This design comes from an exercise in tuning for small area, a short achievable clock period and few clock cycles per item on the open sky130 flow, not from production work.
Function not checked in this run: the RTL went through the layout flow alone.
Power is estimated from default activity; no workload was simulated.

==> design/flow/flow/run.sh <==
#!/bin/bash
# The standard layout (standard.sh: its synthesis, floorplan, placement,
# CTS and routing, with the design's SDC), with two knobs changed:
#  * timing repair keeps a setup margin, so the achieved period is pushed
#    below the design's clock period;
#  * the port buffers are plain buffers instead of the resizer's pick.
# All of make's output goes to make_finish.log in the work folder.
set -euo pipefail
MARGIN=$(awk -v p="$FLOW_PERIOD_NS" 'BEGIN { printf "%.2f", p - 5.6 }')
bash standard.sh "SETUP_SLACK_MARGIN=$MARGIN" \
    "BUFFER_PORTS_ARGS=-buffer_cell sky130_fd_sc_hd__buf_1" finish > make_finish.log 2>&1
==> design/flow/standard.sh <==
#!/bin/bash
# synth_recipe.tcl (not shown) runs the flow's synth.tcl, then flattens the netlist and writes it again
# the make line also repeats each setting of config.mk as NAME=value (left out here)
make -C /OpenROAD-flow-scripts/flow DESIGN_CONFIG=/design/flow/config.mk WORK_HOME=/design/flow/orfs CLKGATE_MAP_FILE= SYNTH_SCRIPT=/design/flow/synth_recipe.tcl "${@:-finish}"
==> design/flow/config.mk <==
export PLATFORM = sky130hd
export DESIGN_NAME = trickle_interval_timer_unit
export DESIGN_NICKNAME = trickle_interval_timer_unit
export VERILOG_FILES = /design/flow/design.v
export SDC_FILE = /design/flow/constraint.sdc
export NUM_CORES = 4
export LEC_CHECK = 0
export CAP_MARGIN = 20
export CORE_MARGIN = 2
export CORE_UTILIZATION = 40
export CTS_BUF_LIST = sky130_fd_sc_hd__clkbuf_8
export PLACE_DENSITY = 0.6
export SLEW_MARGIN = 20
==> design/flow/constraint.sdc <==
create_clock -name core_clock -period 22.0 [get_ports {i_clk}]
set_input_delay 4.4000 -clock core_clock [delete_from_list [all_inputs] [get_ports {i_clk}]]
set_output_delay 4.4000 -clock core_clock [all_outputs]
set_load 0.01 [all_outputs]
==> design/flow/design.v <==
`default_nettype none
package trk_tmr_pkg;
    localparam int unsigned EXP_W     = 5;
    localparam int unsigned CNT_W     = 8;
    localparam int unsigned TICK_W    = 22;
    localparam int unsigned HALF_W    = TICK_W - 1;
    localparam int unsigned RAND_W    = 16;
    localparam int unsigned CFG_IDX_W = 2;
    localparam int unsigned CFG_DAT_W = 8;
    localparam int unsigned MAX_EXP_DEF          = 24;
    localparam int unsigned TICKS_PER_SECOND_DEF = 128;
    localparam int unsigned MS_PER_SEC           = 1000;
    localparam int unsigned RAND_TOP             = (1 << RAND_W) - 1;
    localparam logic [TICK_W-1:0] TICK_MAX  = {TICK_W{1'b1}};
    localparam logic [CNT_W-1:0]  COUNT_MAX = {CNT_W{1'b1}};
    localparam logic [EXP_W-1:0] MIN_EXP_RST    = 5'd12;
    localparam logic [EXP_W-1:0] DOUBLINGS_RST  = 5'd8;
    localparam logic [CNT_W-1:0] REDUNDANCY_RST = 8'd10;
    typedef enum logic [1:0] {
        OP_TICK  = 2'd0,
        OP_HEARD = 2'd1,
        OP_RESET = 2'd2,
        OP_START = 2'd3
    } t_op;
    typedef enum logic [2:0] {
        EV_NONE     = 3'd0,
        EV_TRANSMIT = 3'd1,
        EV_SUPPRESS = 3'd2,
        EV_POSTPONE = 3'd3,
        EV_NEW_INTV = 3'd4
    } t_event;
    typedef enum logic [CFG_IDX_W-1:0] {
        CFG_MIN_EXP    = 2'd0,
        CFG_DOUBLINGS  = 2'd1,
        CFG_REDUNDANCY = 2'd2
    } t_cfg_idx;
    typedef struct packed {
        t_op               op;
        logic [RAND_W-1:0] rand_word;
        logic              addr_ready;
    } t_in_item;
    typedef struct packed {
        t_event            event_res;
        logic [EXP_W-1:0]  interval_exp;
        logic [CNT_W-1:0]  consistent_count;
    } t_out_item;
    typedef logic [(1 << EXP_W)-1:0][TICK_W-1:0] t_tick_tbl;
    function automatic t_tick_tbl ticks_table(input int unsigned tps);
        logic [(1 << EXP_W)*TICK_W-1:0] tbl;
        logic [63:0] t;
        for (int e = 0; e < (1 << EXP_W); e++) begin
            t = ((64'd1 << e) * 64'(tps)) / MS_PER_SEC;
            if (t > 64'(TICK_MAX)) begin
                t = 64'(TICK_MAX);
            end
            tbl[e*TICK_W +: TICK_W] = t[TICK_W-1:0];
        end
        ticks_table = tbl;
    endfunction
    function automatic logic [TICK_W-1:0] add22(input logic [TICK_W-1:0] a,
                                                input logic [TICK_W-1:0] b,
                                                input logic              ci);
        logic [TICK_W-1:0] p, g, pp, gg;
        p  = a ^ b;
        g  = a & b;
        pp = p;
        gg = g;
        gg[0] = g[0] | (p[0] & ci);
        for (int i = 1; i <= 5; i++) begin
            for (int j = (1 << i) - 1; j < TICK_W; j = j + (1 << i)) begin
                gg[j] = gg[j] | (pp[j] & gg[j - (1 << (i - 1))]);
                pp[j] = pp[j] & pp[j - (1 << (i - 1))];
            end
        end
        for (int i = 5; i > 0; i--) begin
            for (int j = (1 << i) + (1 << (i - 1)) - 1; j < TICK_W; j = j + (1 << i)) begin
                gg[j] = gg[j] | (pp[j] & gg[j - (1 << (i - 1))]);
                pp[j] = pp[j] & pp[j - (1 << (i - 1))];
            end
        end
        add22 = p ^ {gg[TICK_W-2:0], ci};
    endfunction
    function automatic logic [CNT_W-1:0] inc8(input logic [CNT_W-1:0] x);
        logic c;
        c = 1'b1;
        for (int i = 0; i < CNT_W; i++) begin
            inc8[i] = x[i] ^ c;
            c       = c & x[i];
        end
    endfunction
    function automatic logic [EXP_W-1:0] inc5(input logic [EXP_W-1:0] x);
        logic c;
        c = 1'b1;
        for (int i = 0; i < EXP_W; i++) begin
            inc5[i] = x[i] ^ c;
            c       = c & x[i];
        end
    endfunction
    function automatic logic lt8(input logic [CNT_W-1:0] a, input logic [CNT_W-1:0] b);
        logic l;
        l = 1'b0;
        for (int i = 0; i < CNT_W; i++) begin
            l = (~a[i] & b[i]) | (~(a[i] ^ b[i]) & l);
        end
        lt8 = l;
    endfunction
    function automatic logic lt5(input logic [EXP_W-1:0] a, input logic [EXP_W-1:0] b);
        logic l;
        l = 1'b0;
        for (int i = 0; i < EXP_W; i++) begin
            l = (~a[i] & b[i]) | (~(a[i] ^ b[i]) & l);
        end
        lt5 = l;
    endfunction
    function automatic logic lt6(input logic [5:0] a, input logic [5:0] b);
        logic l;
        l = 1'b0;
        for (int i = 0; i < 6; i++) begin
            l = (~a[i] & b[i]) | (~(a[i] ^ b[i]) & l);
        end
        lt6 = l;
    endfunction
    function automatic logic [6:0] sub7(input logic [6:0] a, input logic [6:0] b);
        logic w;
        w = 1'b0;
        for (int i = 0; i < 7; i++) begin
            sub7[i] = a[i] ^ b[i] ^ w;
            w       = (~a[i] & (b[i] | w)) | (b[i] & w);
        end
    endfunction
    function automatic logic [5:0] add5(input logic [4:0] a, input logic [4:0] b);
        logic c;
        c = 1'b0;
        for (int i = 0; i < 5; i++) begin
            add5[i] = a[i] ^ b[i] ^ c;
            c       = (a[i] & b[i]) | (c & (a[i] ^ b[i]));
        end
        add5[5] = c;
    endfunction
    function automatic logic [TICK_W-1:0] dec22(input logic [TICK_W-1:0] x);
        logic b;
        b = 1'b1;
        for (int i = 0; i < TICK_W; i++) begin
            dec22[i] = x[i] ^ b;
            b        = b & ~x[i];
        end
    endfunction
    function automatic logic carry22(input logic [TICK_W-1:0] a,
                                     input logic [TICK_W-1:0] b,
                                     input logic              ci);
        logic [TICK_W-1:0] pp, gg;
        pp = a ^ b;
        gg = a & b;
        gg[0] = gg[0] | (pp[0] & ci);
        for (int i = 1; i <= 5; i++) begin
            for (int j = (1 << i) - 1; j < TICK_W; j = j + (1 << i)) begin
                gg[j] = gg[j] | (pp[j] & gg[j - (1 << (i - 1))]);
                pp[j] = pp[j] & pp[j - (1 << (i - 1))];
            end
        end
        for (int i = 5; i > 0; i--) begin
            for (int j = (1 << i) + (1 << (i - 1)) - 1; j < TICK_W; j = j + (1 << i)) begin
                gg[j] = gg[j] | (pp[j] & gg[j - (1 << (i - 1))]);
                pp[j] = pp[j] & pp[j - (1 << (i - 1))];
            end
        end
        carry22 = gg[TICK_W-1];
    endfunction
    function automatic logic [16:0] add16_wrap(input logic [15:0] a, input logic [15:0] b);
        logic [15:0] p, g, pp, gg;
        logic        w;
        p  = a ^ b;
        g  = a & b;
        pp = p;
        gg = g;
        for (int i = 1; i <= 4; i++) begin
            for (int j = (1 << i) - 1; j < 16; j = j + (1 << i)) begin
                gg[j] = gg[j] | (pp[j] & gg[j - (1 << (i - 1))]);
                pp[j] = pp[j] & pp[j - (1 << (i - 1))];
            end
        end
        for (int i = 4; i > 0; i--) begin
            for (int j = (1 << i) + (1 << (i - 1)) - 1; j < 16; j = j + (1 << i)) begin
                gg[j] = gg[j] | (pp[j] & gg[j - (1 << (i - 1))]);
                pp[j] = pp[j] & pp[j - (1 << (i - 1))];
            end
        end
        w = gg[15] | pp[15];
        add16_wrap[16]   = w;
        add16_wrap[15:0] = p ^ ({gg[14:0], 1'b0} | ({pp[14:0], 1'b1} & {16{w}}));
    endfunction
endpackage
`default_nettype wire
`default_nettype none
module trickle_interval_timer_unit #(
    parameter int unsigned TICKS_PER_SECOND = trk_tmr_pkg::TICKS_PER_SECOND_DEF,
    parameter int unsigned MAX_EXP          = trk_tmr_pkg::MAX_EXP_DEF
) (
    input  wire                                  i_clk,
    input  wire                                  i_rst_n,
    input  wire                                  i_in_valid,
    output logic                                 o_in_ready,
    input  wire [18:0]                           i_in,
    output logic                                 o_out_valid,
    input  wire                                  i_out_ready,
    output logic [15:0]                          o_out,
    input  wire                                  i_cfg_valid,
    output logic                                 o_cfg_ready,
    input  wire [trk_tmr_pkg::CFG_IDX_W-1:0]     i_cfg_index,
    input  wire [trk_tmr_pkg::CFG_DAT_W-1:0]     i_cfg_data
);
    localparam int unsigned EXP_W  = trk_tmr_pkg::EXP_W;
    localparam int unsigned CNT_W  = trk_tmr_pkg::CNT_W;
    localparam int unsigned TICK_W = trk_tmr_pkg::TICK_W;
    localparam logic [EXP_W-1:0]  MAX_EXP_V  = EXP_W'(MAX_EXP);
    localparam logic [TICK_W-1:0] POSTPONE_T = TICK_W'(TICKS_PER_SECOND);
    localparam logic [(1 << EXP_W)*TICK_W-1:0] TICK_TBL =
        trk_tmr_pkg::ticks_table(TICKS_PER_SECOND);
    localparam logic [TICK_W-1:0] T_TOP      = TICK_TBL[24*TICK_W +: TICK_W];
    logic [EXP_W-1:0] r_min_exp;
    logic [EXP_W-1:0] r_doublings;
    logic [CNT_W-1:0] r_redundancy;
    logic [EXP_W-1:0] r_ceil;
    logic [EXP_W-1:0]  r_exp;
    logic [CNT_W-1:0]  r_heard;
    logic [2:0]        r_event;
    logic              r_fire_pending;
    logic              r_running;
    logic              r_addr_ok;
    logic              r_postponed;
    logic [TICK_W-1:0] r_left;
    logic [TICK_W-1:0] r_rest;
    logic [15:0]       r_acc;
    logic [15:0]       r_rnd;
    logic              r_in_ready;
    logic              r_out_valid;
    logic              r_m_valid;
    logic [18:0]       r_m;
    logic              r_s_valid;
    logic [18:0]       r_s;
    assign o_cfg_ready = 1'b1;
    assign o_in_ready  = r_in_ready;
    assign o_out_valid = r_out_valid;
    assign o_out       = {r_event, r_exp, r_heard};
    logic in_xfer, proc, m_load;
    assign in_xfer = i_in_valid && r_in_ready;
    assign proc    = r_m_valid && (!r_out_valid || i_out_ready);
    assign m_load  = proc || !r_m_valid;
    logic [1:0]  op;
    logic [15:0] rnd;
    logic        rdy;
    assign op  = r_m[18:17];
    assign rnd = r_m[16:1];
    assign rdy = r_m[0];
    logic [EXP_W-1:0] eff_min, exp_up;
    always_comb begin
        eff_min = trk_tmr_pkg::lt5(MAX_EXP_V, r_min_exp) ? MAX_EXP_V : r_min_exp;
        exp_up  = trk_tmr_pkg::lt5(r_exp, r_ceil) ? trk_tmr_pkg::inc5(r_exp) : r_exp;
    end
    logic [46:0]       c_exp;
    logic [TICK_W-1:0] h_cur;
    logic              t_lsb;
    always_comb begin
        c_exp = {25'd0, T_TOP} << r_exp;
        h_cur = c_exp[46:25];
        t_lsb = c_exp[24];
    end
    logic [TICK_W-1:0] left_dec, rest_dec;
    assign left_dec = trk_tmr_pkg::dec22(r_left);
    assign rest_dec = trk_tmr_pkg::dec22(r_rest);
    logic half_nz, accumulating;
    assign half_nz      = r_exp[4] || r_exp[3] || r_exp[2];
    assign accumulating = r_fire_pending && !r_postponed && half_nz
                          && trk_tmr_pkg::carry22(rest_dec, ~h_cur, !t_lsb);
    logic [16:0] acc_step;
    logic        wrap;
    assign acc_step = trk_tmr_pkg::add16_wrap(r_acc, r_rnd);
    assign wrap     = accumulating && acc_step[16];
    logic [EXP_W-1:0]  n_exp;
    logic [CNT_W-1:0]  n_heard;
    logic [2:0]        n_event;
    logic              n_fire_pending, n_running, n_addr_ok;
    logic              do_begin, do_count, do_postpone, do_fire;
    logic [EXP_W-1:0]  begin_exp;
    always_comb begin
        n_exp          = r_exp;
        n_heard        = r_heard;
        n_event        = trk_tmr_pkg::EV_NONE;
        n_fire_pending = r_fire_pending;
        n_running      = r_running;
        n_addr_ok      = r_addr_ok;
        do_begin       = 1'b0;
        do_count       = 1'b0;
        do_postpone    = 1'b0;
        do_fire        = 1'b0;
        begin_exp      = eff_min;
        case (op)
            trk_tmr_pkg::OP_TICK: begin
                if (r_running) begin
                    if ((r_left[TICK_W-1:1] != '0) || (r_left[0] && wrap)) begin
                        do_count = 1'b1;
                    end else if (!r_addr_ok && !rdy) begin
                        do_postpone = 1'b1;
                        n_event     = trk_tmr_pkg::EV_POSTPONE;
                    end else begin
                        n_addr_ok = 1'b1;
                        if (r_fire_pending) begin
                            n_event = trk_tmr_pkg::lt8(r_heard, r_redundancy) ?
                                      trk_tmr_pkg::EV_TRANSMIT : trk_tmr_pkg::EV_SUPPRESS;
                            n_fire_pending = 1'b0;
                            do_fire        = 1'b1;
                        end else begin
                            begin_exp = exp_up;
                            do_begin  = 1'b1;
                        end
                    end
                end
            end
            trk_tmr_pkg::OP_HEARD: begin
                if (r_heard != trk_tmr_pkg::COUNT_MAX) begin
                    n_heard = trk_tmr_pkg::inc8(r_heard);
                end
            end
            trk_tmr_pkg::OP_RESET: begin
                if (trk_tmr_pkg::lt5(eff_min, r_exp)) begin
                    do_begin = 1'b1;
                end
            end
            default: begin
                do_begin = 1'b1;
            end
        endcase
        if (do_begin) begin
            n_exp          = begin_exp;
            n_heard        = '0;
            n_event        = trk_tmr_pkg::EV_NEW_INTV;
            n_fire_pending = 1'b1;
            n_running      = 1'b1;
        end
    end
    logic [46:0]       c_begin;
    logic [TICK_W-1:0] h_begin, t_begin;
    always_comb begin
        c_begin = {25'd0, T_TOP} << begin_exp;
        h_begin = c_begin[46:25];
        t_begin = c_begin[45:24];
    end
    always_ff @(posedge i_clk) begin
        if (!i_rst_n) begin
            r_min_exp    <= trk_tmr_pkg::MIN_EXP_RST;
            r_doublings  <= trk_tmr_pkg::DOUBLINGS_RST;
            r_redundancy <= trk_tmr_pkg::REDUNDANCY_RST;
        end else if (i_cfg_valid) begin
            case (i_cfg_index)
                trk_tmr_pkg::CFG_MIN_EXP:    r_min_exp    <= i_cfg_data[EXP_W-1:0];
                trk_tmr_pkg::CFG_DOUBLINGS:  r_doublings  <= i_cfg_data[EXP_W-1:0];
                trk_tmr_pkg::CFG_REDUNDANCY: r_redundancy <= i_cfg_data[CNT_W-1:0];
                default: begin
                end
            endcase
        end
    end
    logic [EXP_W:0] ceil_sum;
    assign ceil_sum = trk_tmr_pkg::add5(r_min_exp, r_doublings);
    always_ff @(posedge i_clk) begin
        r_ceil <= trk_tmr_pkg::lt5(MAX_EXP_V, ceil_sum[EXP_W-1:0]) || ceil_sum[EXP_W] ?
                  MAX_EXP_V : ceil_sum[EXP_W-1:0];
    end
    always_ff @(posedge i_clk) begin
        if (!i_rst_n) begin
            r_exp          <= '0;
            r_heard        <= '0;
            r_fire_pending <= 1'b0;
            r_running      <= 1'b0;
            r_addr_ok      <= 1'b0;
            r_postponed    <= 1'b0;
        end else if (proc) begin
            r_exp          <= n_exp;
            r_heard        <= n_heard;
            r_fire_pending <= n_fire_pending;
            r_running      <= n_running;
            r_addr_ok      <= n_addr_ok;
            if (do_postpone) begin
                r_postponed <= 1'b1;
            end else if (do_fire || do_begin) begin
                r_postponed <= 1'b0;
            end
        end
    end
    always_ff @(posedge i_clk) begin
        if (proc) begin
            r_event <= n_event;
            if (do_begin) begin
                r_left <= h_begin;
                r_rest <= t_begin;
                r_acc  <= '0;
                r_rnd  <= rnd;
            end else if (do_count) begin
                if (!wrap) begin
                    r_left <= left_dec;
                end
                if (r_fire_pending && !r_postponed) begin
                    r_rest <= rest_dec;
                end
                if (accumulating) begin
                    r_acc <= acc_step[15:0];
                end
            end else if (do_postpone) begin
                r_left <= POSTPONE_T;
            end else if (do_fire) begin
                r_left <= half_nz ? rest_dec : r_rest;
            end
        end
    end
    always_ff @(posedge i_clk) begin
        if (!i_rst_n) begin
            r_out_valid <= 1'b0;
            r_m_valid   <= 1'b0;
            r_s_valid   <= 1'b0;
            r_in_ready  <= 1'b1;
        end else begin
            if (proc) begin
                r_out_valid <= 1'b1;
            end else if (i_out_ready) begin
                r_out_valid <= 1'b0;
            end
            if (m_load) begin
                r_m_valid  <= r_s_valid || in_xfer;
                r_s_valid  <= 1'b0;
                r_in_ready <= 1'b1;
            end else if (in_xfer) begin
                r_s_valid  <= 1'b1;
                r_in_ready <= 1'b0;
            end
        end
    end
    always_ff @(posedge i_clk) begin
        if (m_load) begin
            r_m <= r_s_valid ? r_s : i_in;
        end
        if (in_xfer) begin
            r_s <= i_in;
        end
    end
endmodule
`default_nettype wire
==> results.txt <==
-- placed cells by master (no fill, tap or decap), drive strengths merged, types with 18 or more instances in the layout --
master  Yosys  final
edfxtp    117    117
ha        113    113
nand2     101    101
inv        91     98
buf        26     92
a21oi      81     83
nor2       74     74
o21ai      66     67
dfxtp      44     44
nand3      35     35
mux2       23     23
mux2i      22     22
xnor2      18     18
-- area by class of cell --
| cell class | count | area, um2 |
|---|---|---|
| clock buffers | 17 | 234 |
| clock inverters | 15 | 206 |
| fillers | 2402 | 13600 |
| inverters | 91 | 348 |
| multi-input cells | 767 | 5950 |
| flip-flops and latches | 161 | 4410 |
| well taps | 335 | 419 |
| repair buffers | 96 | 747 |
| repair inverters | 1 | 5.00 |
-- cells by family after synthesis --
kind of cell    synth area share (%)
other cells                   0.0358
flops                           42.0
fa+ha+maj                       14.6
simple gates                    12.9
buf+inv                         5.48
mux                             5.01
xor+xnor                        2.59
compound gates                  17.4
-- registers in the layout, summed over array words and instances, names as in the netlist, 3 cells and up --
name,count
r_left,22
r_acc,16
r_min_exp,5
r_redundancy,8
r_event,3
r_exp,5
r_rnd,16
r_rest,22
r_heard,8
r_doublings,5
r_s,19
r_m,19
r_ceil,5
-- how the worst min path moves through the flow --
stage / start / endpoint
CTS: r_m[5] / r_rnd[4]
global route: r_m[7] / r_rnd[6]
global placement: r_m[5] / r_rnd[4]
detailed placement: r_m[13] / r_rnd[12]
finish: r_m[5] / r_rnd[4]
floorplan: r_m[1] / r_rnd[0]
-- power breakdown --
group          total [uW]  switching, uW  leakage (uW)  internal (uW)
combinational        87.2           53.2       0.00306           34.0
clock                 236            137      0.000218           99.6
sequential            343           5.63       0.00147            337
total                 667            196       0.00475            471
-- stage by stage --
| step | area, um2 | setup slack, ps |
|---|---|---|
| final | 12300 | 16460 |
| after global routing | 12300 | 16330 |
| after CTS | 12000 | 16400 |
| after detailed placement | 11000 | 15540 |
| after global placement | 11000 | 15730 |
| after floorplan | 10600 | 16410 |
-- layer usage --
metal / GRT usage, % / vias up
met5: 0 / -
met4: 6.35 / 0
met3: 3.24 / 43
li1: - / 4039
met2: 31.4 / 309
met1: 27.2 / 3954
-- worst max-delay path, delay by kind of cell (launching register included) --
kind                       cells  cell delay [ps]
buffers and inverters          3              350
xor gates and xnor gates       1              150
DFF                            1              390
adders and majority gates     18             2970
and+or+nand+nor                6              780
AOI/OAI and AO/OA              4              580
-- synthesized netlist by cell type (3+ instances only) --
master,number,area share [%]
a211oi_1,8,0.57
nor4_1,6,0.36
o21ai_1,12,0.57
o21ai_0,54,2.6
clkbuf_1,22,0.79
nor3b_1,5,0.36
a31o_2,3,0.25
ha_1,113,14
fa_1,5,0.96
buf_4,3,0.22
mux2_2,23,2.5
inv_2,3,0.11
a22oi_1,6,0.43
xnor2_1,18,1.5
o31ai_1,3,0.22
nand2b_1,12,0.72
nand3_1,35,1.7
inv_1,88,3.2
buf_6,3,0.32
o21a_1,16,1.1
a21oi_1,80,3.8
a21boi_1,3,0.22
and2_1,12,0.72
dfxtp_1,44,8.4
nor3_1,14,0.67
buf_2,15,0.72
xor2_1,13,1.1
nand3b_1,3,0.22
a31oi_1,14,0.84
o211ai_1,17,1.2
and3_1,3,0.18
nor2_1,73,2.6
o211a_1,3,0.29
edfxtp_1,117,34
nand4_1,7,0.42
nor2b_1,6,0.36
nand2_1,101,3.6
a21o_1,12,0.86
buf_1,5,0.18
o221ai_1,17,1.4
a21boi_0,3,0.22
mux2i_1,22,2.1
-- timing repair --
item	4_1_cts	5_1_grt
gates cloned	7	1
resized for setup	51	27
hold buffers	0	0
setup endpoints to repair	111	107
hold endpoints to repair	0	0
setup buffers	22	12
pin swaps	15	16
==> flow_summary.toml <==
[outcome]
status = "complete, no violations"

[critical_path]
rr_endpoint = "r_rest[12]"
worstPathRequired_ps = 22190
cp.arrival_ps = 5720
path_common_cell = "ha_4"
end_kind = "flop"
slowest_stage = "edfxtp_1"
worstSetupEndpoint = "r_rest[12]"
crit_type = "flop to flop"
critPathMaxStageDelay_ps = 390
crit_fanout = 6
r2r_start = "r_rest[0]"
cp-startpoint = "r_rest[0]"
startpoint_type = "flop"
rr_worst_depth = 32
r2r_setup_slack_ps = 16460

[timing]
worst_slew_pin_slew_ps = 1050
final_hold_viol_count = 0
fmax_ghz = 0.181
rsz0062_at_grt = "yes"
finalSetupViolations = 0
fin_setup_tns_ps = 0
slew_headroom_pct = 29.9
holdWs_ps = 423
clock_skew_ps = 20.1
period_share_pct = 25.2
layout_min_cycle_time_ps = 5540
report.final.slew_viol_count = 0

[detailed_routing]
top_layer_used = "met4"
wl_met1_mm = 12.6
route.met3.wl_mm = 1.56
firstDrtPassIters = 7
wl_per_cell_um = 18.7
vias = 8345
drcViolationCount = 0
routed_wirelength_mm = 27.7
first_iter_violations = 652
routed-wl-met2_mm = 12.8
detail-route-antenna-nets = 0
via_per_inst = 5.63

[grt]
grt_pass1_vias = 7957
grt_max_degree = 41
antenna_found_initial = 0
grt_pass1_wl_mm = 43.1
grt_overflow = 0
grtUsageTotal_pct = 19.6

[yosys]
ys_ff_latch = 161
synthFlopType = "edfxtp_1"
synth_nets = 1216
syn_inst = 1064
syn_area_um2 = 10500
ys.warnings.count = 1
synth_cell_types = 77
synth_area_per_cell_um2 = 9.84
synth_enable_flop_cells = 117
ys_seq_area_share_pct = 42.0
async_reset_ff_share_pct = 0

[floorplan]
coreArea_um2 = 25900
die-area_um2 = 27500
core.rowCount = 59
chipHeight_um = 166
die_w_um = 166
start_util_pct = 40.4
io_pins = 53

[cells_and_area]
final_util_pct = 47.5
diodes = 0
drive_gt1_share_pct = 15.5
syn2layout_area_growth_pct = 17.7
nNetsFinal = 1287
finalNonFillerCells = 1483

[placement]
dp_cells = 1409
gp_congestion = 0.932
dp.final_hpwl_mm = 19.0
io_buffer_count = 51

[power_and_ir_drop]
powerDensity_nw_per_um2 = 54.1
leakage_uw = 0.00475
worst_ir_drop_vdd_mv = 0.0383
power.total_uw = 667

[cts]
cts_tree = "built"
clk_latency_ps = 470
cts_made_buffers = 17
clock_sinks = 161
clockRootBuffer = "clkbuf_8"
clockBufferDepth = 2
cts.clk_slew.worst_paths_ps = 110
htree_levels = 4

[worst_hold_path]
whs_path_depth = 0
min_path_type = "flop to flop"

[job]
drv_cap = 0

==> what the ideal ports hide <==
Ports are ideal in the flow. The routed layout listed here was re-timed in OpenROAD. Step 1 (the two cells are an assumption about what drives the block):
set clk [get_ports {i_clk}]
set_driving_cell -lib_cell sky130_fd_sc_hd__clkbuf_16 $clk
set_driving_cell -lib_cell sky130_fd_sc_hd__buf_2 [delete_from_list [all_inputs] $clk]
Step 2, shift: input delay + t, output delay - t, t = (earliest + latest rising clock arrival at the registers) / 2. This alone moves slack from input paths to output paths. Three values: ideal, step 1, step 2; two values: the first two.
t, ns: 0.498
slack for setup (ns): 16.464 / 16.429 / 16.012
clock arrival spread, ns: 0.021 / 0.021
slew at the worst register clock pin (ns): 0.11 / 0.11
worst data-port slew with drivers (ns): 0.04
After both steps setup and hold are still met in this run. The setup slack of this run moves by -0.035 ns with the drivers and by -0.452 ns with both steps.
